This is an optimization exercise on Yosys and OpenROAD, whose aim is small area, a short achievable clock period and few clock cycles per item, not a production implementation.
Only simulation tests tie the RTL to the original design; equivalence was not proved.
Power figures rest on the tool's default switching activity, not on a simulated workload.

==> flow/design.v <==
package erfsb_pkg;
    localparam int SIX_Q16 = 393216;
endpackage
module erfsb_mul (
    input  logic signed [32:0] i_a,
    input  logic [8:0]         i_one,
    input  logic [8:0]         i_two,
    input  logic [8:0]         i_neg,
    input  logic               i_six,
    output logic [49:0]        o_s,
    output logic [49:0]        o_c
);
    localparam int R = 9;
    logic [49:0] w_pp [R+1];
    always_comb begin
        w_pp[R] = '0;
        for (int r = 0; r < R; r++) begin
            logic [34:0] a2;
            logic [34:0] v;
            a2  = {{2{i_a[32]}}, i_a};
            v   = i_one[r] ? a2 : (i_two[r] ? {a2[33:0], 1'b0} : 35'd0);
            v   = i_neg[r] ? ~v : v;
            w_pp[r] = 50'($signed(v)) << (2*r);
            w_pp[R][2*r] = i_neg[r];
        end
        w_pp[R][17] = i_six;
        w_pp[R][18] = i_six;
    end
    function automatic void f_csa(input logic [49:0] x, input logic [49:0] y, input logic [49:0] z,
                                  output logic [49:0] s, output logic [49:0] c);
        s = x ^ y ^ z;
        c = ((x & y) | (x & z) | (y & z)) << 1;
    endfunction
    logic [49:0] w_l1 [7];
    logic [49:0] w_l2 [5];
    logic [49:0] w_l3 [4];
    logic [49:0] w_l4 [3];
    always_comb begin
        f_csa(w_pp[0], w_pp[1], w_pp[2], w_l1[0], w_l1[1]);
        f_csa(w_pp[3], w_pp[4], w_pp[5], w_l1[2], w_l1[3]);
        f_csa(w_pp[6], w_pp[7], w_pp[8], w_l1[4], w_l1[5]);
        w_l1[6] = w_pp[9];
        f_csa(w_l1[0], w_l1[1], w_l1[2], w_l2[0], w_l2[1]);
        f_csa(w_l1[3], w_l1[4], w_l1[5], w_l2[2], w_l2[3]);
        w_l2[4] = w_l1[6];
        f_csa(w_l2[0], w_l2[1], w_l2[2], w_l3[0], w_l3[1]);
        w_l3[2] = w_l2[3];
        w_l3[3] = w_l2[4];
        f_csa(w_l3[0], w_l3[1], w_l3[2], w_l4[0], w_l4[1]);
        w_l4[2] = w_l3[3];
        f_csa(w_l4[0], w_l4[1], w_l4[2], o_s, o_c);
    end
endmodule
module erfsb_erf (
    input  logic [8:0]  i_m,
    output logic [16:0] o_e
);
    logic [16:0] w_e0;
    logic [16:0] w_e1;
    logic [16:0] w_e2;
    always_comb begin
        case (i_m[6:0])
            7'd0: w_e0 = 17'd424;
            7'd1: w_e0 = 17'd1273;
            7'd2: w_e0 = 17'd2122;
            7'd3: w_e0 = 17'd2971;
            7'd4: w_e0 = 17'd3819;
            7'd5: w_e0 = 17'd4668;
            7'd6: w_e0 = 17'd5517;
            7'd7: w_e0 = 17'd6366;
            7'd8: w_e0 = 17'd7215;
            7'd9: w_e0 = 17'd8064;
            7'd10: w_e0 = 17'd8913;
            7'd11: w_e0 = 17'd9761;
            7'd12: w_e0 = 17'd10610;
            7'd13: w_e0 = 17'd11459;
            7'd14: w_e0 = 17'd12308;
            7'd15: w_e0 = 17'd13157;
            7'd16: w_e0 = 17'd14006;
            7'd17: w_e0 = 17'd14855;
            7'd18: w_e0 = 17'd15703;
            7'd19: w_e0 = 17'd16552;
            7'd20: w_e0 = 17'd17401;
            7'd21: w_e0 = 17'd18234;
            7'd22: w_e0 = 17'd18984;
            7'd23: w_e0 = 17'd19734;
            7'd24: w_e0 = 17'd20484;
            7'd25: w_e0 = 17'd21234;
            7'd26: w_e0 = 17'd21984;
            7'd27: w_e0 = 17'd22734;
            7'd28: w_e0 = 17'd23484;
            7'd29: w_e0 = 17'd24234;
            7'd30: w_e0 = 17'd24984;
            7'd31: w_e0 = 17'd25734;
            7'd32: w_e0 = 17'd26485;
            7'd33: w_e0 = 17'd27235;
            7'd34: w_e0 = 17'd27985;
            7'd35: w_e0 = 17'd28735;
            7'd36: w_e0 = 17'd29485;
            7'd37: w_e0 = 17'd30235;
            7'd38: w_e0 = 17'd30985;
            7'd39: w_e0 = 17'd31735;
            7'd40: w_e0 = 17'd32485;
            7'd41: w_e0 = 17'd33235;
            7'd42: w_e0 = 17'd33985;
            7'd43: w_e0 = 17'd34599;
            7'd44: w_e0 = 17'd35184;
            7'd45: w_e0 = 17'd35770;
            7'd46: w_e0 = 17'd36356;
            7'd47: w_e0 = 17'd36941;
            7'd48: w_e0 = 17'd37527;
            7'd49: w_e0 = 17'd38113;
            7'd50: w_e0 = 17'd38699;
            7'd51: w_e0 = 17'd39284;
            7'd52: w_e0 = 17'd39870;
            7'd53: w_e0 = 17'd40456;
            7'd54: w_e0 = 17'd41041;
            7'd55: w_e0 = 17'd41627;
            7'd56: w_e0 = 17'd42213;
            7'd57: w_e0 = 17'd42798;
            7'd58: w_e0 = 17'd43384;
            7'd59: w_e0 = 17'd43970;
            7'd60: w_e0 = 17'd44556;
            7'd61: w_e0 = 17'd45141;
            7'd62: w_e0 = 17'd45727;
            7'd63: w_e0 = 17'd46313;
            7'd64: w_e0 = 17'd46808;
            7'd65: w_e0 = 17'd47212;
            7'd66: w_e0 = 17'd47616;
            7'd67: w_e0 = 17'd48020;
            7'd68: w_e0 = 17'd48424;
            7'd69: w_e0 = 17'd48828;
            7'd70: w_e0 = 17'd49232;
            7'd71: w_e0 = 17'd49636;
            7'd72: w_e0 = 17'd50040;
            7'd73: w_e0 = 17'd50445;
            7'd74: w_e0 = 17'd50849;
            7'd75: w_e0 = 17'd51253;
            7'd76: w_e0 = 17'd51657;
            7'd77: w_e0 = 17'd52061;
            7'd78: w_e0 = 17'd52465;
            7'd79: w_e0 = 17'd52869;
            7'd80: w_e0 = 17'd53273;
            7'd81: w_e0 = 17'd53677;
            7'd82: w_e0 = 17'd54082;
            7'd83: w_e0 = 17'd54486;
            7'd84: w_e0 = 17'd54890;
            7'd85: w_e0 = 17'd55268;
            7'd86: w_e0 = 17'd55514;
            7'd87: w_e0 = 17'd55760;
            7'd88: w_e0 = 17'd56007;
            7'd89: w_e0 = 17'd56253;
            7'd90: w_e0 = 17'd56499;
            7'd91: w_e0 = 17'd56746;
            7'd92: w_e0 = 17'd56992;
            7'd93: w_e0 = 17'd57239;
            7'd94: w_e0 = 17'd57485;
            7'd95: w_e0 = 17'd57731;
            7'd96: w_e0 = 17'd57978;
            7'd97: w_e0 = 17'd58224;
            7'd98: w_e0 = 17'd58470;
            7'd99: w_e0 = 17'd58717;
            7'd100: w_e0 = 17'd58963;
            7'd101: w_e0 = 17'd59210;
            7'd102: w_e0 = 17'd59456;
            7'd103: w_e0 = 17'd59702;
            7'd104: w_e0 = 17'd59949;
            7'd105: w_e0 = 17'd60195;
            7'd106: w_e0 = 17'd60441;
            7'd107: w_e0 = 17'd60593;
            7'd108: w_e0 = 17'd60726;
            7'd109: w_e0 = 17'd60859;
            7'd110: w_e0 = 17'd60991;
            7'd111: w_e0 = 17'd61124;
            7'd112: w_e0 = 17'd61257;
            7'd113: w_e0 = 17'd61390;
            7'd114: w_e0 = 17'd61522;
            7'd115: w_e0 = 17'd61655;
            7'd116: w_e0 = 17'd61788;
            7'd117: w_e0 = 17'd61921;
            7'd118: w_e0 = 17'd62053;
            7'd119: w_e0 = 17'd62186;
            7'd120: w_e0 = 17'd62319;
            7'd121: w_e0 = 17'd62452;
            7'd122: w_e0 = 17'd62584;
            7'd123: w_e0 = 17'd62717;
            7'd124: w_e0 = 17'd62850;
            7'd125: w_e0 = 17'd62983;
            7'd126: w_e0 = 17'd63115;
            7'd127: w_e0 = 17'd63248;
            default: w_e0 = 17'd65536;
        endcase
    end
    always_comb begin
        case (i_m[6:0])
            7'd0: w_e1 = 17'd63346;
            7'd1: w_e1 = 17'd63409;
            7'd2: w_e1 = 17'd63472;
            7'd3: w_e1 = 17'd63536;
            7'd4: w_e1 = 17'd63599;
            7'd5: w_e1 = 17'd63662;
            7'd6: w_e1 = 17'd63725;
            7'd7: w_e1 = 17'd63788;
            7'd8: w_e1 = 17'd63852;
            7'd9: w_e1 = 17'd63915;
            7'd10: w_e1 = 17'd63978;
            7'd11: w_e1 = 17'd64041;
            7'd12: w_e1 = 17'd64104;
            7'd13: w_e1 = 17'd64168;
            7'd14: w_e1 = 17'd64231;
            7'd15: w_e1 = 17'd64294;
            7'd16: w_e1 = 17'd64357;
            7'd17: w_e1 = 17'd64420;
            7'd18: w_e1 = 17'd64483;
            7'd19: w_e1 = 17'd64547;
            7'd20: w_e1 = 17'd64610;
            7'd21: w_e1 = 17'd64667;
            7'd22: w_e1 = 17'd64693;
            7'd23: w_e1 = 17'd64720;
            7'd24: w_e1 = 17'd64747;
            7'd25: w_e1 = 17'd64773;
            7'd26: w_e1 = 17'd64800;
            7'd27: w_e1 = 17'd64826;
            7'd28: w_e1 = 17'd64853;
            7'd29: w_e1 = 17'd64879;
            7'd30: w_e1 = 17'd64906;
            7'd31: w_e1 = 17'd64932;
            7'd32: w_e1 = 17'd64959;
            7'd33: w_e1 = 17'd64985;
            7'd34: w_e1 = 17'd65012;
            7'd35: w_e1 = 17'd65038;
            7'd36: w_e1 = 17'd65065;
            7'd37: w_e1 = 17'd65091;
            7'd38: w_e1 = 17'd65118;
            7'd39: w_e1 = 17'd65144;
            7'd40: w_e1 = 17'd65171;
            7'd41: w_e1 = 17'd65198;
            7'd42: w_e1 = 17'd65224;
            7'd43: w_e1 = 17'd65237;
            7'd44: w_e1 = 17'd65247;
            7'd45: w_e1 = 17'd65257;
            7'd46: w_e1 = 17'd65266;
            7'd47: w_e1 = 17'd65276;
            7'd48: w_e1 = 17'd65286;
            7'd49: w_e1 = 17'd65296;
            7'd50: w_e1 = 17'd65306;
            7'd51: w_e1 = 17'd65316;
            7'd52: w_e1 = 17'd65326;
            7'd53: w_e1 = 17'd65336;
            7'd54: w_e1 = 17'd65346;
            7'd55: w_e1 = 17'd65355;
            7'd56: w_e1 = 17'd65365;
            7'd57: w_e1 = 17'd65375;
            7'd58: w_e1 = 17'd65385;
            7'd59: w_e1 = 17'd65395;
            7'd60: w_e1 = 17'd65405;
            7'd61: w_e1 = 17'd65415;
            7'd62: w_e1 = 17'd65425;
            7'd63: w_e1 = 17'd65435;
            7'd64: w_e1 = 17'd65441;
            7'd65: w_e1 = 17'd65444;
            7'd66: w_e1 = 17'd65448;
            7'd67: w_e1 = 17'd65451;
            7'd68: w_e1 = 17'd65454;
            7'd69: w_e1 = 17'd65457;
            7'd70: w_e1 = 17'd65461;
            7'd71: w_e1 = 17'd65464;
            7'd72: w_e1 = 17'd65467;
            7'd73: w_e1 = 17'd65470;
            7'd74: w_e1 = 17'd65473;
            7'd75: w_e1 = 17'd65477;
            7'd76: w_e1 = 17'd65480;
            7'd77: w_e1 = 17'd65483;
            7'd78: w_e1 = 17'd65486;
            7'd79: w_e1 = 17'd65490;
            7'd80: w_e1 = 17'd65493;
            7'd81: w_e1 = 17'd65496;
            7'd82: w_e1 = 17'd65499;
            7'd83: w_e1 = 17'd65503;
            7'd84: w_e1 = 17'd65506;
            7'd85: w_e1 = 17'd65509;
            7'd86: w_e1 = 17'd65510;
            7'd87: w_e1 = 17'd65511;
            7'd88: w_e1 = 17'd65511;
            7'd89: w_e1 = 17'd65512;
            7'd90: w_e1 = 17'd65513;
            7'd91: w_e1 = 17'd65514;
            7'd92: w_e1 = 17'd65515;
            7'd93: w_e1 = 17'd65516;
            7'd94: w_e1 = 17'd65517;
            7'd95: w_e1 = 17'd65518;
            7'd96: w_e1 = 17'd65519;
            7'd97: w_e1 = 17'd65520;
            7'd98: w_e1 = 17'd65521;
            7'd99: w_e1 = 17'd65522;
            7'd100: w_e1 = 17'd65523;
            7'd101: w_e1 = 17'd65524;
            7'd102: w_e1 = 17'd65525;
            7'd103: w_e1 = 17'd65526;
            7'd104: w_e1 = 17'd65526;
            7'd105: w_e1 = 17'd65527;
            7'd106: w_e1 = 17'd65528;
            7'd107: w_e1 = 17'd65529;
            7'd108: w_e1 = 17'd65529;
            7'd109: w_e1 = 17'd65529;
            7'd110: w_e1 = 17'd65530;
            7'd111: w_e1 = 17'd65530;
            7'd112: w_e1 = 17'd65530;
            7'd113: w_e1 = 17'd65530;
            7'd114: w_e1 = 17'd65531;
            7'd115: w_e1 = 17'd65531;
            7'd116: w_e1 = 17'd65531;
            7'd117: w_e1 = 17'd65532;
            7'd118: w_e1 = 17'd65532;
            7'd119: w_e1 = 17'd65532;
            7'd120: w_e1 = 17'd65532;
            7'd121: w_e1 = 17'd65533;
            7'd122: w_e1 = 17'd65533;
            7'd123: w_e1 = 17'd65533;
            7'd124: w_e1 = 17'd65534;
            7'd125: w_e1 = 17'd65534;
            7'd126: w_e1 = 17'd65534;
            7'd127: w_e1 = 17'd65534;
            default: w_e1 = 17'd65536;
        endcase
    end
    always_comb begin
        case (i_m[6:0])
            7'd0: w_e2 = 17'd65535;
            7'd1: w_e2 = 17'd65535;
            7'd2: w_e2 = 17'd65535;
            7'd3: w_e2 = 17'd65535;
            7'd4: w_e2 = 17'd65535;
            7'd5: w_e2 = 17'd65535;
            7'd6: w_e2 = 17'd65535;
            7'd7: w_e2 = 17'd65535;
            7'd8: w_e2 = 17'd65535;
            7'd9: w_e2 = 17'd65535;
            7'd10: w_e2 = 17'd65535;
            7'd11: w_e2 = 17'd65535;
            7'd12: w_e2 = 17'd65535;
            7'd13: w_e2 = 17'd65535;
            7'd14: w_e2 = 17'd65535;
            7'd15: w_e2 = 17'd65535;
            7'd16: w_e2 = 17'd65535;
            7'd17: w_e2 = 17'd65535;
            7'd18: w_e2 = 17'd65535;
            7'd19: w_e2 = 17'd65535;
            7'd20: w_e2 = 17'd65535;
            7'd21: w_e2 = 17'd65536;
            7'd22: w_e2 = 17'd65536;
            7'd23: w_e2 = 17'd65536;
            7'd24: w_e2 = 17'd65536;
            7'd25: w_e2 = 17'd65536;
            7'd26: w_e2 = 17'd65536;
            7'd27: w_e2 = 17'd65536;
            7'd28: w_e2 = 17'd65536;
            7'd29: w_e2 = 17'd65536;
            7'd30: w_e2 = 17'd65536;
            7'd31: w_e2 = 17'd65536;
            7'd32: w_e2 = 17'd65536;
            7'd33: w_e2 = 17'd65536;
            7'd34: w_e2 = 17'd65536;
            7'd35: w_e2 = 17'd65536;
            7'd36: w_e2 = 17'd65536;
            7'd37: w_e2 = 17'd65536;
            7'd38: w_e2 = 17'd65536;
            7'd39: w_e2 = 17'd65536;
            7'd40: w_e2 = 17'd65536;
            7'd41: w_e2 = 17'd65536;
            7'd42: w_e2 = 17'd65536;
            7'd43: w_e2 = 17'd65536;
            7'd44: w_e2 = 17'd65536;
            7'd45: w_e2 = 17'd65536;
            7'd46: w_e2 = 17'd65536;
            7'd47: w_e2 = 17'd65536;
            7'd48: w_e2 = 17'd65536;
            7'd49: w_e2 = 17'd65536;
            7'd50: w_e2 = 17'd65536;
            7'd51: w_e2 = 17'd65536;
            7'd52: w_e2 = 17'd65536;
            7'd53: w_e2 = 17'd65536;
            7'd54: w_e2 = 17'd65536;
            7'd55: w_e2 = 17'd65536;
            7'd56: w_e2 = 17'd65536;
            7'd57: w_e2 = 17'd65536;
            7'd58: w_e2 = 17'd65536;
            7'd59: w_e2 = 17'd65536;
            7'd60: w_e2 = 17'd65536;
            7'd61: w_e2 = 17'd65536;
            7'd62: w_e2 = 17'd65536;
            7'd63: w_e2 = 17'd65536;
            7'd64: w_e2 = 17'd65536;
            7'd65: w_e2 = 17'd65536;
            7'd66: w_e2 = 17'd65536;
            7'd67: w_e2 = 17'd65536;
            7'd68: w_e2 = 17'd65536;
            7'd69: w_e2 = 17'd65536;
            7'd70: w_e2 = 17'd65536;
            7'd71: w_e2 = 17'd65536;
            7'd72: w_e2 = 17'd65536;
            7'd73: w_e2 = 17'd65536;
            7'd74: w_e2 = 17'd65536;
            7'd75: w_e2 = 17'd65536;
            7'd76: w_e2 = 17'd65536;
            7'd77: w_e2 = 17'd65536;
            7'd78: w_e2 = 17'd65536;
            7'd79: w_e2 = 17'd65536;
            7'd80: w_e2 = 17'd65536;
            7'd81: w_e2 = 17'd65536;
            7'd82: w_e2 = 17'd65536;
            7'd83: w_e2 = 17'd65536;
            7'd84: w_e2 = 17'd65536;
            7'd85: w_e2 = 17'd65536;
            7'd86: w_e2 = 17'd65536;
            7'd87: w_e2 = 17'd65536;
            7'd88: w_e2 = 17'd65536;
            7'd89: w_e2 = 17'd65536;
            7'd90: w_e2 = 17'd65536;
            7'd91: w_e2 = 17'd65536;
            7'd92: w_e2 = 17'd65536;
            7'd93: w_e2 = 17'd65536;
            7'd94: w_e2 = 17'd65536;
            7'd95: w_e2 = 17'd65536;
            7'd96: w_e2 = 17'd65536;
            7'd97: w_e2 = 17'd65536;
            7'd98: w_e2 = 17'd65536;
            7'd99: w_e2 = 17'd65536;
            7'd100: w_e2 = 17'd65536;
            7'd101: w_e2 = 17'd65536;
            7'd102: w_e2 = 17'd65536;
            7'd103: w_e2 = 17'd65536;
            7'd104: w_e2 = 17'd65536;
            7'd105: w_e2 = 17'd65536;
            7'd106: w_e2 = 17'd65536;
            7'd107: w_e2 = 17'd65536;
            7'd108: w_e2 = 17'd65536;
            7'd109: w_e2 = 17'd65536;
            7'd110: w_e2 = 17'd65536;
            7'd111: w_e2 = 17'd65536;
            7'd112: w_e2 = 17'd65536;
            7'd113: w_e2 = 17'd65536;
            7'd114: w_e2 = 17'd65536;
            7'd115: w_e2 = 17'd65536;
            7'd116: w_e2 = 17'd65536;
            7'd117: w_e2 = 17'd65536;
            7'd118: w_e2 = 17'd65536;
            7'd119: w_e2 = 17'd65536;
            7'd120: w_e2 = 17'd65536;
            7'd121: w_e2 = 17'd65536;
            7'd122: w_e2 = 17'd65536;
            7'd123: w_e2 = 17'd65536;
            7'd124: w_e2 = 17'd65536;
            7'd125: w_e2 = 17'd65536;
            7'd126: w_e2 = 17'd65536;
            7'd127: w_e2 = 17'd65536;
            default: w_e2 = 17'd65536;
        endcase
    end
    assign o_e = (i_m[8:7] == 2'd0) ? w_e0 : (i_m[8:7] == 2'd1) ? w_e1 : (i_m[8:7] == 2'd2) ? w_e2 : 17'd65536;
endmodule
import erfsb_pkg::*;
module erf_smoothed_box_profile (
    input  logic               i_clk,
    input  logic               i_rst_n,
    input  logic               i_valid,
    output logic               o_stall,
    input  logic               i_mode,
    input  logic [4:0]         i_param_index,
    input  logic signed [31:0] i_param_value,
    input  logic [11:0]        i_point_index,
    output logic               o_valid,
    input  logic               i_stall,
    output logic [11:0]        o_point_out,
    output logic signed [47:0] o_density,
    input  logic               i_cfg_we,
    input  logic [2:0]         i_cfg_idx,
    input  logic [31:0]        i_cfg_data
);
    localparam int S_IDLE = 0;
    localparam int S_PREP = 1;
    localparam int S_BOX  = 2;
    localparam int S_J    = 3;
    localparam int S_J2   = 4;
    localparam int S_E    = 5;
    localparam int S_EX   = 6;
    localparam int S_P1   = 7;
    localparam int S_P2   = 8;
    localparam int S_P3   = 9;
    localparam int S_P4   = 10;
    localparam int S_FIN  = 11;
    localparam int NS     = 12;
    logic signed [31:0] r_scale;
    logic [15:0]        r_inv;
    logic [4:0]         r_bcnt;
    logic [15:0]        r_psp;
    logic [23:0]        r_loff;
    logic [23:0]        r_bsp;
    logic               r_cw;
    logic [2:0]         r_ci;
    logic [31:0]        r_cd;
    logic signed [31:0] r_pr [17];
    logic [4:0]         r_hp;
    logic signed [47:0] r_step  [16];
    logic signed [47:0] r_super;
    logic               r_b0v, r_b1v;
    logic               r_b0m, r_b1m;
    logic [4:0]         r_b0i, r_b1i;
    logic [31:0]        r_b0d, r_b1d;
    logic               r_stall;
    logic               r_l1v, r_l2v, r_l3v, r_l4v, r_l5v;
    logic [4:0]         r_l1i, r_l2i, r_l3i, r_l4i, r_l5i;
    logic signed [48:0] r_lr;
    logic signed [32:0] r_ma;
    logic [8:0]         r_bone, r_btwo, r_bneg;
    logic [49:0]        r_ms, r_mc;
    logic signed [49:0] r_p;
    logic               r_dbusy;
    logic [4:0]         r_dcnt;
    logic [16:0]        r_drem;
    logic [18:0]        r_h;
    logic signed [19:0] r_l;
    logic               r_dirty;
    logic signed [47:0] r_rsat;
    logic signed [31:0] r_ths;      
    logic signed [31:0] r_hl;       
    logic signed [31:0] r_lz;       
    logic               r_e1v, r_emv, r_e2v;
    logic [11:0]        r_e1x, r_emx, r_e2x;
    logic signed [31:0] r_emp;
    logic               r_e2fs, r_e2fz;
    logic [NS-1:0]      r_st;
    logic [4:0]         r_k;
    logic [15:0]        r_koh;
    logic signed [55:0] r_acc;
    logic signed [31:0] r_d;
    logic [11:0]        r_u;
    logic [9:0]         r_j;
    logic               r_fsat, r_fnz;
    logic               r_op_p, r_op_1;
    logic               r_ov, r_sv;
    logic [11:0]        r_opt, r_spt;
    logic signed [47:0] r_dens, r_sdens;
    logic [4:0] w_n;
    logic       w_inv0;
    logic       w_acc_item;
    logic       w_ld_idle;
    logic       w_cfg_any;
    assign w_n        = (r_bcnt > 5'd16) ? 5'd16 : r_bcnt;
    assign w_inv0     = (r_inv == 16'd0);
    assign w_acc_item = i_valid && !r_stall;
    assign w_ld_idle  = !r_l1v && !r_l2v && !r_l3v && !r_l4v && !r_l5v;
    assign w_cfg_any  = r_cw && (r_ci <= 3'd5);
    function automatic logic signed [47:0] f_clamp2(input logic signed [55:0] a);
        logic signed [56:0] v;
        v = {a, 1'b0};
        if (v[56:47] == {10{v[56]}}) f_clamp2 = v[47:0];
        else if (v[56])              f_clamp2 = {1'b1, {47{1'b0}}};
        else                         f_clamp2 = {1'b0, {47{1'b1}}};
    endfunction
    logic signed [47:0] w_stepk;
    always_comb begin
        w_stepk = '0;
        for (int i = 0; i < 16; i++) begin
            w_stepk = w_stepk | (r_step[i] & {48{r_koh[i]}});
        end
    end
    logic w_last;
    assign w_last = ((r_k + 5'd1) >= w_n);
    logic w_e2_go, w_e2_free, w_em_go, w_em_free, w_e1_go, w_e1_free;
    logic w_disp_ev, w_disp_ld, w_pop;
    logic w_ev_ok;
    logic w_slow_start, w_prep_start;
    assign w_e2_go    = r_e2v && (r_e2fs || r_e2fz || r_st[S_FIN]) && !r_sv;
    assign w_e2_free  = !r_e2v || w_e2_go;
    assign w_em_go    = r_emv && w_e2_free;
    assign w_em_free  = !r_emv || w_em_go;
    assign w_e1_go    = r_e1v && w_em_free;
    assign w_e1_free  = !r_e1v || w_e1_go;
    logic signed [31:0] w_epos;
    logic w_emfs, w_emfz, w_emsat;
    assign w_epos  = r_emp - 32'(r_loff);
    assign w_emfs  = (w_n != 5'd0) && !w_inv0 && (r_emp > r_ths);
    assign w_emfz  = (w_n == 5'd0) || (!w_inv0 && (r_emp <= r_lz));
    assign w_emsat = !w_inv0 && (r_emp > r_hl);
    assign w_slow_start = w_em_go && !w_emfs && !w_emfz;
    assign w_ev_ok   = !r_dirty && !r_dbusy && w_ld_idle && !r_st[S_PREP];
    assign w_disp_ev = r_b0v && r_b0m && w_ev_ok && w_e1_free;
    logic w_ld_head, w_ld_here, w_turn;
    assign w_ld_head = r_b0v && !r_b0m && !r_l1v && !r_e1v && !r_emv && !r_e2v &&
                       (r_st[S_IDLE] || r_st[S_PREP]);
    assign w_ld_here = (r_b0i > 5'd16) || (r_hp == ((r_b0i == 5'd0) ? 5'd16 : (r_b0i - 5'd1)));
    assign w_disp_ld = w_ld_head && w_ld_here;
    assign w_turn    = w_ld_head && (r_b0i <= 5'd16);
    assign w_pop     = w_disp_ev || w_disp_ld;
    assign w_prep_start = r_st[S_IDLE] && r_dirty && !r_dbusy && w_ld_idle &&
                          !r_e1v && !r_emv && !r_e2v && !w_disp_ld;
    logic signed [31:0] w_pos;
    assign w_pos = 32'(r_e1x) * 32'(r_psp);
    logic [49:0]        w_ms, w_mc;
    logic signed [49:0] w_mp;
    function automatic logic [26:0] f_booth(input logic signed [16:0] b, input logic neg);
        logic [17:0] bx;
        logic [8:0]  one, two, ng;
        bx = {b, 1'b0};
        for (int r = 0; r < 9; r++) begin
            logic [2:0] g;
            g = (r == 8) ? {b[16], b[16], b[15]} : bx[2*r +: 3];
            one[r] = g[1] ^ g[0];
            two[r] = (g == 3'b011) || (g == 3'b100);
            ng[r]  = (one[r] || two[r]) && ((g[2] && !(g[1] && g[0])) ^ neg);
        end
        f_booth = {one, two, ng};
    endfunction
    logic               w_mb_ld;
    logic signed [16:0] w_mb;
    logic               w_mb_neg;
    erfsb_mul u_mul (
        .i_a   (r_ma),
        .i_one (r_bone),
        .i_two (r_btwo),
        .i_neg (r_bneg),
        .i_six (r_st[S_BOX]),
        .o_s   (w_ms),
        .o_c   (w_mc)
    );
    assign w_mp = $signed(r_ms + r_mc);
    logic [27:0] w_u3;
    logic [10:0] w_jr;
    logic [9:0]  w_j;
    assign w_u3 = 28'(r_u) * 28'd43691;
    assign w_jr = w_u3[27:17];
    assign w_j  = (w_jr >= 11'd1024) ? 10'd1023 : w_jr[9:0];
    logic        w_rpos;
    logic [8:0]  w_m;
    logic        w_full;
    logic [16:0] w_e;
    assign w_rpos = r_j[9];
    assign w_m    = r_j[9] ? r_j[8:0] : ~r_j[8:0];
    assign w_full = (w_m >= 9'd277);
    erfsb_erf u_erf (
        .i_m (w_m),
        .o_e (w_e)
    );
    always_comb begin
        w_mb_ld  = 1'b1;
        w_mb_neg = 1'b0;
        if (w_disp_ld)                   w_mb = {1'b0, r_scale[15:0]};
        else if (r_l1v)                  w_mb = {r_scale[31], r_scale[31:16]};
        else if (w_slow_start || r_st[S_P2]) w_mb = {1'b0, r_inv};
        else if (r_st[S_E] && !w_full) begin
            w_mb     = {1'b0, w_e[15:0]};
            w_mb_neg = !w_rpos;
        end else begin
            w_mb    = '0;
            w_mb_ld = 1'b0;
        end
    end
    logic signed [31:0] w_dn;
    logic w_nsat, w_nnz;
    assign w_dn   = r_d - 32'(r_bsp);
    assign w_nsat = !w_inv0 && (33'(w_dn) > $signed({14'd0, r_h}));
    assign w_nnz  = w_inv0 || (33'(w_dn) > 33'(r_l));
    logic signed [55:0] w_opb;
    logic signed [55:0] w_sum;
    always_comb begin
        if (r_op_p)      w_opb = 56'(r_p);
        else if (r_op_1) w_opb = 56'(w_stepk);
        else                            w_opb = 56'($signed({w_stepk, 1'b0}));
    end
    assign w_sum = r_acc + w_opb;
    logic signed [47:0] w_res;
    assign w_res = r_st[S_FIN] ? f_clamp2(r_acc) : (r_e2fs ? r_rsat : f_clamp2(56'(r_super)));
    logic [NS-1:0] w_nst;
    logic          w_after;    
    assign w_after = w_last || !r_fnz;
    always_comb begin
        w_nst = '0;
        if (w_slow_start) begin
            w_nst[S_BOX] = 1'b1;
        end else begin
            if (r_st[S_IDLE]) begin
                if (w_prep_start) w_nst[S_PREP] = 1'b1; else w_nst[S_IDLE] = 1'b1;
            end
            if (r_st[S_PREP]) begin
                    if (w_disp_ld || w_cfg_any || r_dbusy || r_k >= w_n) w_nst[S_IDLE] = 1'b1;
                    else                                                   w_nst[S_PREP] = 1'b1;
            end
            if (r_st[S_BOX]) begin
                    if (r_fsat) begin
                        if (w_last || !w_nnz) w_nst[S_FIN] = 1'b1;
                        else                  w_nst[S_BOX] = 1'b1;
                    end else if (r_fnz) begin
                        w_nst[S_J] = 1'b1;
                    end else begin
                        w_nst[S_FIN] = 1'b1;
                    end
            end
            if (r_st[S_J])  w_nst[S_J2] = 1'b1;
            if (r_st[S_J2]) w_nst[S_E] = 1'b1;
            if (r_st[S_E]) begin
                    if (!w_full)     w_nst[S_P1] = 1'b1;
                    else if (w_rpos) w_nst[S_EX] = 1'b1;
                    else if (w_after) w_nst[S_FIN] = 1'b1;
                    else             w_nst[S_BOX] = 1'b1;
            end
            if (r_st[S_EX]) begin
                if (w_after) w_nst[S_FIN] = 1'b1; else w_nst[S_BOX] = 1'b1;
            end
            if (r_st[S_P1]) w_nst[S_P2] = 1'b1;
            if (r_st[S_P2]) w_nst[S_P3] = 1'b1;
            if (r_st[S_P3]) w_nst[S_P4] = 1'b1;
            if (r_st[S_P4]) begin
                if (w_after) w_nst[S_FIN] = 1'b1; else w_nst[S_BOX] = 1'b1;
            end
            if (r_st[S_FIN]) begin
                if (!r_sv) w_nst[S_IDLE] = 1'b1; else w_nst[S_FIN] = 1'b1;
            end
        end
    end
    always_ff @(posedge i_clk) begin
        if (!i_rst_n) begin
            r_cw    <= 1'b0;
            r_scale <= 32'sd65536;
            r_inv   <= 16'd256;
            r_bcnt  <= 5'd1;
            r_psp   <= 16'd85;
            r_loff  <= '0;
            r_bsp   <= 24'd256;
            r_super <= '0;
            r_b0v   <= 1'b0;
            r_b1v   <= 1'b0;
            r_stall <= 1'b0;
            r_hp    <= 5'd16;
            r_l1v   <= 1'b0;
            r_l2v   <= 1'b0;
            r_l3v   <= 1'b0;
            r_l4v   <= 1'b0;
            r_l5v   <= 1'b0;
            r_dbusy <= 1'b0;
            r_h     <= 19'd1536;
            r_l     <= -20'sd1536;
            r_dirty <= 1'b1;
            r_e1v   <= 1'b0;
            r_emv   <= 1'b0;
            r_e2v   <= 1'b0;
            r_st    <= NS'(1);
            r_op_p  <= 1'b0;
            r_op_1  <= 1'b0;
            r_ov    <= 1'b0;
            r_sv    <= 1'b0;
        end else begin
            r_cw <= i_cfg_we;
            if (r_cw) begin
                case (r_ci)
                    3'd0: r_scale <= r_cd;
                    3'd1: r_inv   <= r_cd[15:0];
                    3'd2: r_bcnt  <= r_cd[4:0];
                    3'd3: r_psp   <= r_cd[15:0];
                    3'd4: r_loff  <= r_cd[23:0];
                    3'd5: r_bsp   <= r_cd[23:0];
                    default: ;
                endcase
            end
            begin
                logic nb0v, nb1v, hm;
                nb0v = r_b0v;
                nb1v = r_b1v;
                if (w_pop) begin
                    nb0v = r_b1v;
                    nb1v = 1'b0;
                end
                if (w_acc_item) begin
                    if (!nb0v) nb0v = 1'b1;
                    else       nb1v = 1'b1;
                end
                hm = w_pop ? (r_b1v ? r_b1m : i_mode) : (r_b0v ? r_b0m : i_mode);
                r_b0v <= nb0v;
                r_b1v <= nb1v;
                r_stall <= nb1v || (nb0v && !hm);
            end
            if (w_turn) r_hp <= (r_hp == 5'd16) ? 5'd0 : (r_hp + 5'd1);
            r_l1v <= w_disp_ld && (r_b0i <= 5'd16);
            r_l2v <= r_l1v;
            r_l3v <= r_l2v;
            r_l4v <= r_l3v;
            r_l5v <= r_l4v;
            if (r_l5v && r_l5i == 5'd0) r_super <= r_lr[47:0];
            if (r_cw && r_ci == 3'd1) begin
                r_dbusy <= 1'b1;
                r_h     <= '0;
            end else if (r_dbusy) begin
                if (r_dcnt == 5'd19) begin
                    r_dbusy <= 1'b0;
                    r_l     <= -$signed({1'b0, r_h}) - $signed({19'd0, (r_drem != 17'd0)});
                end else begin
                    logic [17:0] a1;
                    a1 = {r_drem, (r_dcnt < 5'd2)};
                    r_h <= {r_h[17:0], (a1 >= {2'd0, r_inv})};
                end
            end
            if (w_disp_ld || w_cfg_any)                         r_dirty <= 1'b1;
            else if (r_st[S_PREP] && r_k >= w_n && !r_dbusy)    r_dirty <= 1'b0;
            if (w_disp_ev)    r_e1v <= 1'b1;
            else if (w_e1_go) r_e1v <= 1'b0;
            if (w_e1_go)      r_emv <= 1'b1;
            else if (w_em_go) r_emv <= 1'b0;
            if (w_em_go)      r_e2v <= 1'b1;
            else if (w_e2_go) r_e2v <= 1'b0;
            r_st <= w_nst;
            r_op_p <= r_l3v || w_nst[S_P3] || w_nst[S_P4];
            r_op_1 <= w_nst[S_E] || w_nst[S_EX];
            if (!r_ov || !i_stall) begin
                r_ov <= r_sv || w_e2_go;
                r_sv <= 1'b0;
            end else if (w_e2_go) begin
                r_sv <= 1'b1;
            end
        end
    end
    always_ff @(posedge i_clk) begin
        r_ci <= i_cfg_idx;
        r_cd <= i_cfg_data;
        if (w_pop) begin
            r_b0m <= r_b1v ? r_b1m : i_mode;
            r_b0i <= r_b1v ? r_b1i : i_param_index;
            r_b0d <= r_b1v ? r_b1d : (i_mode ? 32'(i_point_index) : i_param_value);
        end else if (!r_b0v) begin
            r_b0m <= i_mode;
            r_b0i <= i_param_index;
            r_b0d <= i_mode ? 32'(i_point_index) : i_param_value;
        end
        if (!r_b1v) begin
            r_b1m <= i_mode;
            r_b1i <= i_param_index;
            r_b1d <= i_mode ? 32'(i_point_index) : i_param_value;
        end
        if (w_disp_ld) r_l1i <= r_b0i;
        if (w_turn) begin
            r_pr[0] <= w_disp_ld ? r_b0d : r_pr[1];
            for (int i = 1; i < 16; i++) r_pr[i] <= r_pr[i+1];
            r_pr[16] <= r_pr[0];
        end
        r_l2i <= r_l1i;
        r_l3i <= r_l2i;
        r_l4i <= r_l3i;
        r_l5i <= r_l4i;
        r_lr  <= 49'(w_sum);
        if (r_l5v && r_l5i != 5'd0) begin
            r_step[r_l5i[3:0] - 4'd1] <= r_lr[48:1];
        end
        if (w_disp_ld) begin
            if (r_b0i == 5'd0) r_ma <= 33'($signed(r_b0d));
            else               r_ma <= 33'($signed(r_b0d)) - 33'(r_pr[0]);
        end else if (w_slow_start) begin
            r_ma <= 33'(w_epos);
        end else if (r_st[S_BOX]) begin
            r_ma <= 33'(w_dn);
        end else if (r_st[S_E] && !w_full) begin
            r_ma <= {9'd0, w_stepk[23:0]};
        end else if (r_st[S_P1]) begin
            r_ma <= 33'($signed(w_stepk[47:24]));
        end else if (r_st[S_P2]) begin
            r_ma <= 33'(r_d);
        end
        if (w_mb_ld) {r_bone, r_btwo, r_bneg} <= f_booth(w_mb, w_mb_neg);
        r_ms <= w_ms;
        r_mc <= w_mc;
        if (r_st[S_P2])      r_p <= w_mp >>> 16;
        else if (r_st[S_P3]) r_p <= w_mp <<< 8;
        else                 r_p <= w_mp;
        if (r_cw && r_ci == 3'd1) begin
            r_dcnt <= '0;
            r_drem <= '0;
        end else if (r_dbusy && r_dcnt != 5'd19) begin
            logic [17:0] a1;
            a1 = {r_drem, (r_dcnt < 5'd2)};
            r_drem <= (a1 >= {2'd0, r_inv}) ? 17'(a1 - {2'd0, r_inv}) : a1[16:0];
            r_dcnt <= r_dcnt + 5'd1;
        end
        if (w_disp_ev) r_e1x <= r_b0d[11:0];
        if (w_e1_go) begin
            r_emx <= r_e1x;
            r_emp <= w_pos;
        end
        if (w_em_go) begin
            r_e2x  <= r_emx;
            r_e2fs <= w_emfs;
            r_e2fz <= w_emfz;
        end
        if (r_l2v) begin
            r_acc <= 56'(w_mp >>> 16);
        end else if (r_l4v) begin
        end else if (w_slow_start) begin
            r_acc <= 56'(r_super);
        end else if (r_st[S_IDLE]) begin
            if (w_prep_start) r_acc <= 56'(r_super);
        end else if ((r_st[S_PREP] && r_k < w_n) || (r_st[S_BOX] && r_fsat) ||
                     (r_st[S_E] && (!w_full || w_rpos)) || r_st[S_EX] || r_st[S_P3] || r_st[S_P4]) begin
            r_acc <= w_sum;
        end
        if (w_slow_start) begin
            r_k    <= '0;
            r_koh  <= 16'd1;
            r_d    <= w_epos;
            r_fsat <= w_emsat;
            r_fnz  <= 1'b1;
        end else if (r_st[S_IDLE]) begin
            r_k   <= '0;
            r_koh <= 16'd1;
            r_d   <= 32'(r_h) + 32'(r_loff);
        end else begin
            if ((r_st[S_PREP] && r_k < w_n) || (r_st[S_BOX] && r_fsat) ||
                (r_st[S_E] && w_full && !w_rpos) || r_st[S_EX] || r_st[S_P4]) begin
                r_k   <= r_k + 5'd1;
                r_koh <= {r_koh[14:0], 1'b0};
            end
            if (r_st[S_PREP]) begin
                if (r_k < w_n && r_k != 5'd0) r_d <= r_d + 32'(r_bsp);
            end
            if (r_st[S_BOX]) begin
                r_d    <= w_dn;
                r_fsat <= w_nsat;
                r_fnz  <= w_nnz;
            end
            if (r_st[S_J])  r_u <= w_mp[19:8];
            if (r_st[S_J2]) r_j <= w_j;
        end
        if (r_st[S_PREP] && r_k >= w_n) begin
            r_rsat <= f_clamp2(r_acc);
            r_ths  <= r_d;
            r_hl   <= 32'(r_h) + 32'(r_loff);
            r_lz   <= 32'(r_l) + 32'(r_loff);
        end
        if (!r_ov || !i_stall) begin
            if (r_sv) begin
                r_opt  <= r_spt;
                r_dens <= r_sdens;
            end else if (w_e2_go) begin
                r_opt  <= r_e2x;
                r_dens <= w_res;
            end
        end else if (w_e2_go) begin
            r_spt   <= r_e2x;
            r_sdens <= w_res;
        end
    end
    assign o_stall     = r_stall;
    assign o_valid     = r_ov;
    assign o_point_out = r_opt;
    assign o_density   = r_dens;
endmodule
==> flow/run.sh <==
#!/bin/bash
# synth_recipe.tcl (not shown) runs the flow's synth.tcl, then flattens the netlist and writes it again
# the make line also repeats each setting of config.mk as NAME=value (left out here)
make -C /OpenROAD-flow-scripts/flow DESIGN_CONFIG=/design/flow/config.mk WORK_HOME=/design/flow/orfs CLKGATE_MAP_FILE= SYNTH_SCRIPT=/design/flow/synth_recipe.tcl finish
==> flow/config.mk <==
export PLATFORM = sky130hd
export DESIGN_NAME = erf_smoothed_box_profile
export DESIGN_NICKNAME = erf_smoothed_box_profile
export VERILOG_FILES = /design/flow/design.v
export SDC_FILE = /design/flow/constraint.sdc
export NUM_CORES = 4
export LEC_CHECK = 0
export CAP_MARGIN = 20
export CORE_MARGIN = 2
export CORE_UTILIZATION = 60
export CTS_BUF_LIST = sky130_fd_sc_hd__clkbuf_8
export SLEW_MARGIN = 20
==> flow/constraint.sdc <==
create_clock -name core_clock -period 15.0 [get_ports {i_clk}]
set_input_delay 3.0000 -clock core_clock [delete_from_list [all_inputs] [get_ports {i_clk}]]
set_output_delay 3.0000 -clock core_clock [all_outputs]
set_load 0.01 [all_outputs]
==> out/metrics.csv, run 1 <==
metric,value,unit
crit_arrival,7.68,ns
cpPeakStageDelay,0.71,ns
hold_class,register to register,
place.port_buffers,151,
maxSlewHeadroom,14.7,%
drv_cap,0,
dpl_worst_slack,8.25,ns
p_leak,0.0549,uW
numClockSinks,2413,
insertion_delay,1.14,ns
period_share,45.1,%
die_w,471,um
status,"complete, no violations",
rsz0062_at_grt,false,
fin_ws,8.23,ns
critPathMaxFanout,4,
routedWlPerCell,28.0,um
antenna_left,0,
setup_viol,0,
cts_max_path_buffers,4,
required,15.92,ns
synth_ff_type,edfxtp_1,
post-cts-setup-buffers,0,
synth_edf_count,1841,
cp-start-kind,register,
synth_top_cell_by_area,edfxtp_1,
syn_area,131000,um2
cts_resized,0,
syn_nets,13100,
area_growth_syn_to_layout,9.15,%
grt.total_usage,37.3,%
drt_iter0_markers,11400,
grt_pass1_vias,94800,
htreeDepth,5,
dp_hpwl,290000,um
cts_tree,done,
dpl.cell_count,14300,
crit_type,register to register,
setup_tns,0,ns
max_freq,148,MHz
yosys-top-cells-area,"edfxtp_1 (42%), dfxtp_1 (8.7%), fa_1 (6.9%), ha_1 (6.4%), nand2_1 (4.1%)",
skew,0.135,ns
clk_pin_slew,0.06,ns
drive_above_1_share,8.67,%
fp.dieH,471,um
synth_seq_area_share,51.0,%
core,217000,um2
place_congestion,1.01,
cts_buffers,395,
finalWirelength,422000,um
start_util,60.4,%
synth_top_area_share,42.2,%
fin_util,65.9,%
grt_max_degree,217,
path_cells,"inv_1, ha_1, inv_1, fa_1, a21oi_1, o31ai_1, o311a_1, o221ai_1, a2111oi_0, o31ai_1, nor3b_1, xnor2_1, inv_1, ha_1, nand4_1, or2_2, nor4_2, o21ai_0, a21o_1, a31oi_1, and3_1, o21ai_0",
grt_first_pass_wirelength,617000,um
fin_cells,15100,
layout.nets,13100,
cp_slowest_cell,nor4_2,
synthTopCellsByCount,"edfxtp_1 (1841), nand2_1 (1446), inv_1 (894)",
ys_warn_count,9,
cp_top_family,compound AO/OA/AOI/OAI gates,
syn_area_per_cell,11.0,um2
cts_root_buf,clkbuf_8,
crit_top_cell,inv_1,
drt-pass1-iter-count,7,
synth-seq-cells,2413,
grt_overflow,0,
drc,0,
grt_antenna_before_repair,20,
cp_num_buf_inv,3,
vias_per_cell,6.45,
peakVddDrop,0.000143,V
dieArea,222000,um2
finalHoldViolations,0,
async_flop_share,0,%
finalCriticalPeriod,6.77,ns
hold_buffers,0,
yosysMostFrequentCell,edfxtp_1,
endpoint_kind,register,
synth_cell_types,101,
placed_cell_area,135000,um2
power_per_cell_area,168,nW/um2
worst_slew_pin_slew,1.27,ns
drv_slew,0,
std_cell_rows,171,
ios,152,
vias,97200,
design_area,143000,um2
post_synth_inst_count,11900,
==> where the power goes <==
part / internal (uW) / switching, uW / total (uW)
combinational: 3160 / 5690 / 8850
clock: 3070 / 2680 / 5750
sequential: 8490 / 942 / 9430
total: 14700 / 9310 / 24000
==> worst paths after layout <==
kind	startpoint	end	slack, ns	cells after the start
min	r_l4i[3]	r_l5i[3]	0.32	0
min reg2reg	r_l4i[3]	r_l5i[3]	0.32	0
max reg2reg	r_d[0]	r_fnz	8.23	22
max	r_d[0]	r_fnz	8.23	22
==> per-layer routing <==
layer,global-route usage [%],up-vias,share of wire (%)
li1,-,42500,-
met1,49.5,47700,39
met2,57.3,5717,44
met3,7.52,1249,10
met4,21.8,14,6.7
met5,0,-,0.024
==> layout by cell type, fill, tap and decap left out, types with 125 or more instances in the layout <==
master	synthesis	routed
clkdlybuf4s50_1	0	150
nand4_1	125	125
nand3_1	185	185
inv_1	894	1006
xnor2_1	478	469
nand2_1	1446	1444
fa_1	451	451
a22oi_1	445	445
ha_1	670	670
a21o_1	175	175
mux2_2	172	172
o21ai_0	622	618
a21oi_1	621	618
xor2_1	156	154
nor2_1	553	535
a21boi_0	176	175
buf_4	1	168
dfxtp_1	572	547
clkbuf_8	4	449
edfxtp_1	1841	1841
==> logic make-up (layout without fill, tap and decap cells) <==
logic type,count (synthesis),in the layout,share of synthesized area (%)
muxes,260,260,2.16
other,0,10,0
xor gates and xnor gates,635,635,4.25
DFF,2413,2413,51.0
AOI/OAI and AO/OA,2902,2902,14.6
and+or+nand+nor,2935,2935,10.0
adders and majority gates,1123,1123,13.3
buffers and inverters,1622,1946,4.73
==> state kept, by name (all words and copies together) (netlist names), 24 cells and up <==
signal	count
r_acc	56
r_b0d	32
r_b1d	32
r_bsp	24
r_cd	32
r_d	32
r_dens	48
r_emp	28
r_hl	25
r_loff	24
r_lr	49
r_lz	26
r_ma	33
r_mc	46
r_ms	50
r_p	50
r_pr	544
r_rsat	48
r_scale	32
r_sdens	48
r_step	768
r_super	48
r_ths	32
==> cell type report <==
class | count | area [um2]
clock buffers | 449 | 6180
fillers | 16700 | 74000
repair buffers | 323 | 2870
clock inverters | 268 | 1680
diodes | 10 | 25.0
well taps | 2854 | 3570
inverters | 906 | 3410
flip-flops and latches | 2413 | 66800
multi-input cells | 7855 | 58400
==> stage by stage <==
| step | hold WS, ns | power, uW |
|---|---|---|
| 6_report | 0.324 | 24000 |
| 3_5_place_dp | 0.312 | 18100 |
| 4_1_cts | 0.326 | 23900 |
| 3_3_place_gp | 0.311 | 17900 |
| 5_1_grt | 0.333 | 25200 |
| 2_1_floorplan | 0.310 | 14800 |
Testbench counts, summed over its fixed seeds: cycles 1,255, points 512.
==> inputs of run 2 (changes only) <==
--- a/flow/design.v
+++ b/flow/design.v
@@ -525,6 +525,8 @@
     logic signed [31:0] r_ths;      
     logic signed [31:0] r_hl;       
     logic signed [31:0] r_lz;       
+    logic signed [31:0] r_hb;       
+    logic signed [31:0] r_lb;       
     logic               r_e1v, r_emv, r_e2v;
     logic [11:0]        r_e1x, r_emx, r_e2x;
     logic signed [31:0] r_emp;
@@ -659,8 +661,8 @@
     logic signed [31:0] w_dn;
     logic w_nsat, w_nnz;
     assign w_dn   = r_d - 32'(r_bsp);
-    assign w_nsat = !w_inv0 && (33'(w_dn) > $signed({14'd0, r_h}));
-    assign w_nnz  = w_inv0 || (33'(w_dn) > 33'(r_l));
+    assign w_nsat = !w_inv0 && (r_d > r_hb);
+    assign w_nnz  = w_inv0 || (r_d > r_lb);
     logic signed [55:0] w_opb;
     logic signed [55:0] w_sum;
     always_comb begin
@@ -931,6 +933,8 @@
             r_ths  <= r_d;
             r_hl   <= 32'(r_h) + 32'(r_loff);
             r_lz   <= 32'(r_l) + 32'(r_loff);
+            r_hb   <= 32'(r_h) + 32'(r_bsp);
+            r_lb   <= 32'(r_l) + 32'(r_bsp);
         end
         if (!r_ov || !i_stall) begin
             if (r_sv) begin
==> run 2 against run 1 <==
Still clean. Area after synthesis increased by 1.7%. Combinational power about the same. Design area increased by 1.9%. Fmax increased by 2.1%. Flip-flop and latch count increased by 51. Largest cell class unchanged.
==> out/metrics.csv, run 2 <==
metric,value,unit,change
synth_compound_area_share,14.2,%,-0.42 points
skew,0.137,ns,+0.00127 ns
htreeDepth,5,,unchanged
layout.nets,13300,,+1.7%
cts_tree,done,,
async_flop_share,0,%,unchanged
syn_nets,13300,,+1.2%
ios,152,,unchanged
cts_root_buf,clkbuf_8,,
grt_first_pass_wirelength,628000,um,+1.9%
setup_tns,0,ns,unchanged
fillers,16700,,+0.12%
grt.total_usage,37.7,%,+0.37 points
cp-start-kind,register,,
std_cell_rows,172,,+0.58%
syn_area_per_cell,11.1,um2,+0.88%
antenna_left,0,,unchanged
die_w,475,um,+0.86%
synth_top_area_share,42.7,%,+0.43 points
drt_iter0_markers,11600,,+1.5%
synth-adder-area-share,13.6,%,+0.26 points
synth_edf_count,1892,,+2.8%
vias_per_cell,6.40,,-0.72%
dpl.cell_count,14600,,+1.9%
finalWirelength,431000,um,+2.0%
hold_buffers,0,,unchanged
synth_seq_area_share,51.2,%,+0.28 points
critPathMaxFanout,17,,+13
fin_cells,15400,,+1.9%
fin_util,66.2,%,+0.27 points
dp_hpwl,297000,um,+2.4%
crit_type,register to register,,
grt_max_degree,99,,-54%
grt_overflow,0,,unchanged
dieArea,226000,um2,+1.7%
hold_class,register to register,,
synth_cell_types,105,,+4.0%
largest_reg_flops,768,,unchanged
synth_top_family_by_area,compound AO/OA/AOI/OAI gates,,
max_freq,151,MHz,+2.1%
endpoint_kind,register,,
place_congestion,1.02,,+0.30%
grt_antenna_before_repair,24,,+20%
synth-seq-cells,2464,,+2.1%
finalHoldViolations,0,,unchanged
p_leak,0.0562,uW,+2.4%
worst_slew_pin_slew,1.27,ns,-0.00816 ns
yosysMostFrequentCell,edfxtp_1,,
cts_buffers,408,,+3.3%
ys_warn_count,9,,unchanged
synthTopCellsByCount,"edfxtp_1 (1892), nand2_1 (1381), inv_1 (977)",,
place.port_buffers,151,,unchanged
final_cell_mix,"edfxtp_1 (1892), nand2_1 (1378), inv_1 (1089), ha_1 (720), o21ai_0 (652)",,
period_share,44.2,%,-0.95 points
drv_slew,0,,unchanged
maxSlewHeadroom,15.2,%,+0.55 points
rsz0062_at_grt,false,,
required,15.82,ns,-0.10 ns
setup_viol,0,,unchanged
peakVddDrop,0.000120,V,-16%
power_per_cell_area,167,nW/um2,-0.61%
clk_pin_slew,0.06,ns,about the same
drc,0,,unchanged
synth_top_cell_by_area,edfxtp_1,,
yosys-top-cells-area,"edfxtp_1 (43%), dfxtp_1 (8.6%), fa_1 (6.8%), ha_1 (6.8%), nand2_1 (3.9%)",,
routedWlPerCell,28.0,um,+0.12%
synth_ff_type,edfxtp_1,,
layout_commonest_cell,edfxtp_1,,
drt-pass1-iter-count,9,,+2
power,24300,uW,+1.3%
core,220000,um2,+1.5%
finalCriticalPeriod,6.62,ns,-0.142 ns
cts_resized,0,,unchanged
yosys.area_share.simple,9.60,%,-0.40 points
start_util,60.5,%,+0.15 points
area_growth_syn_to_layout,9.33,%,
post_synth_inst_count,12000,,+0.85%
crit_arrival,7.45,ns,-0.23 ns
syn_area,133000,um2,+1.7%
synthMuxAreaShare,2.31,%,+0.15 points
insertion_delay,1.15,ns,about the same
post-cts-setup-buffers,0,,unchanged
vias,98400,,+1.2%
drive_above_1_share,8.56,%,-0.11 points
drv_cap,0,,unchanged
synth_xor_area_share,4.42,%,+0.16 points
status,"complete, no violations",,
numClockSinks,2464,,+2.1%
grt_pass1_vias,97400,,+2.7%
fp.dieH,475,um,+0.86%
cts_max_path_buffers,4,,unchanged
run 2: changes by cell type after synthesis, moves of 20 or more:
cell	delta
nor2_1	+20
a31oi_1	-24
xnor2_1	+20
a21oi_1	+29
edfxtp_1	+51
inv_1	+83
o211ai_1	-37
clkbuf_1	-55
nand4_1	-25
o21ai_0	+34
ha_1	+50
nand2_1	-65
run 2: cell type report:
type | instances | area [um2] | share of cell area, %
clock buffers | 456 | 6280 | 4.31
multi-input cells | 7877 | 59100 | 40.6
diodes | 18 | 45.0 | 0.0309
clock inverters | 278 | 1660 | 1.14
inverters | 987 | 3710 | 2.55
well taps | 2958 | 3700 | 2.54
repair buffers | 331 | 2870 | 1.97
flip-flops and latches | 2464 | 68300 | 46.9
run 2: critical path: stages, from the launching register on:
cell,delay (ns)
edfxtp_1,0.80
nand2_1,0.17
fa_1,0.56
inv_1,0.05
fa_1,0.51
inv_1,0.07
fa_1,0.53
inv_1,0.05
fa_1,0.49
fa_1,0.42
ha_1,0.31
o21a_1,0.12
o21ai_0,0.20
a21oi_1,0.09
o21a_1,0.20
o21a_1,0.18
o21ai_0,0.48
a211oi_1,0.19
or3_1,0.45
a31o_2,0.25
a21oi_1,0.18
xnor2_1,0.08
run 2: logic make-up after synthesis:
| family | count (synthesis) |
|---|---|
| AND/OR/NAND/NOR | 2871 |
| XOR/XNOR | 667 |
| flip-flops | 2464 |
| AO/OA/AOI/OAI | 2883 |
| adder cells (fa/ha/maj) | 1173 |
| buffers and inverters | 1650 |
| multiplexers | 283 |
run 2: final timing paths:
path	from	endpoint	slack (ns)	cells after the start
setup reg to reg	r_e1x[3]	r_emp[26]	8.38	21
hold / removal	r_l3i[1]	r_l4i[1]	0.32	0
setup / recovery	r_e1x[3]	r_emp[26]	8.38	21
hold reg to reg	r_l3i[1]	r_l4i[1]	0.32	0
run 2: per-layer routing:
metal | up-vias | global-route usage (%) | share of wire [%]
met2 | 5771 | 58.7 | 45
li1 | 43000 | - | -
met4 | 20 | 22.2 | 6.7
met5 | - | 0 | 0.032
met3 | 1307 | 8.06 | 10
met1 | 48300 | 48.9 | 38
run 2: report_power, final:
group / internal [uW] / leakage, uW / switching [uW]
Clock: 3080 / 0.00448 / 2730
Sequential: 8710 / 0.0220 / 953
Combinational: 3240 / 0.0297 / 5630
run 2: stage by stage:
stage	setup slack, ns	hold WS [ns]	instance area, um2
final	8.38	0.324	146000
after global routing	8.04	0.331	146000
after CTS	8.39	0.323	146000
after detailed placement	8.40	0.314	138000
after global placement	8.39	0.313	138000
after floorplan	5.09	0.310	133000
Testbench counts of run 2, summed over its fixed seeds: cycles 1,255, points 512.

==> port drivers added, routing unchanged <==
Ports are ideal in the flow. The routed layouts listed here were re-timed in OpenROAD.
Step 1, drivers: a clkbuf_16 drives i_clk and a buf_2 each remaining input, both assumed.
Step 2 adds t to the input delays and takes it off the output delays; t is the mean of the earliest and latest rising clock arrival at the registers after step 1. Input paths then give back, and output paths get back, about the clock's delay inside the block.
Slacks: ideal ports / drivers / drivers and shift; pairs: ideal ports / drivers.
run	shift t [ns]	setup slack, ns	hold slack, ns	pins driven straight from the clock port
run 1	1.159	8.234 / 8.234 / 8.234	0.324 / 0.324 / 0.324	1
run 2	1.184	8.375 / 8.375 / 8.375	0.324 / 0.324 / 0.324	1
After both steps setup and hold are still met in every run listed.
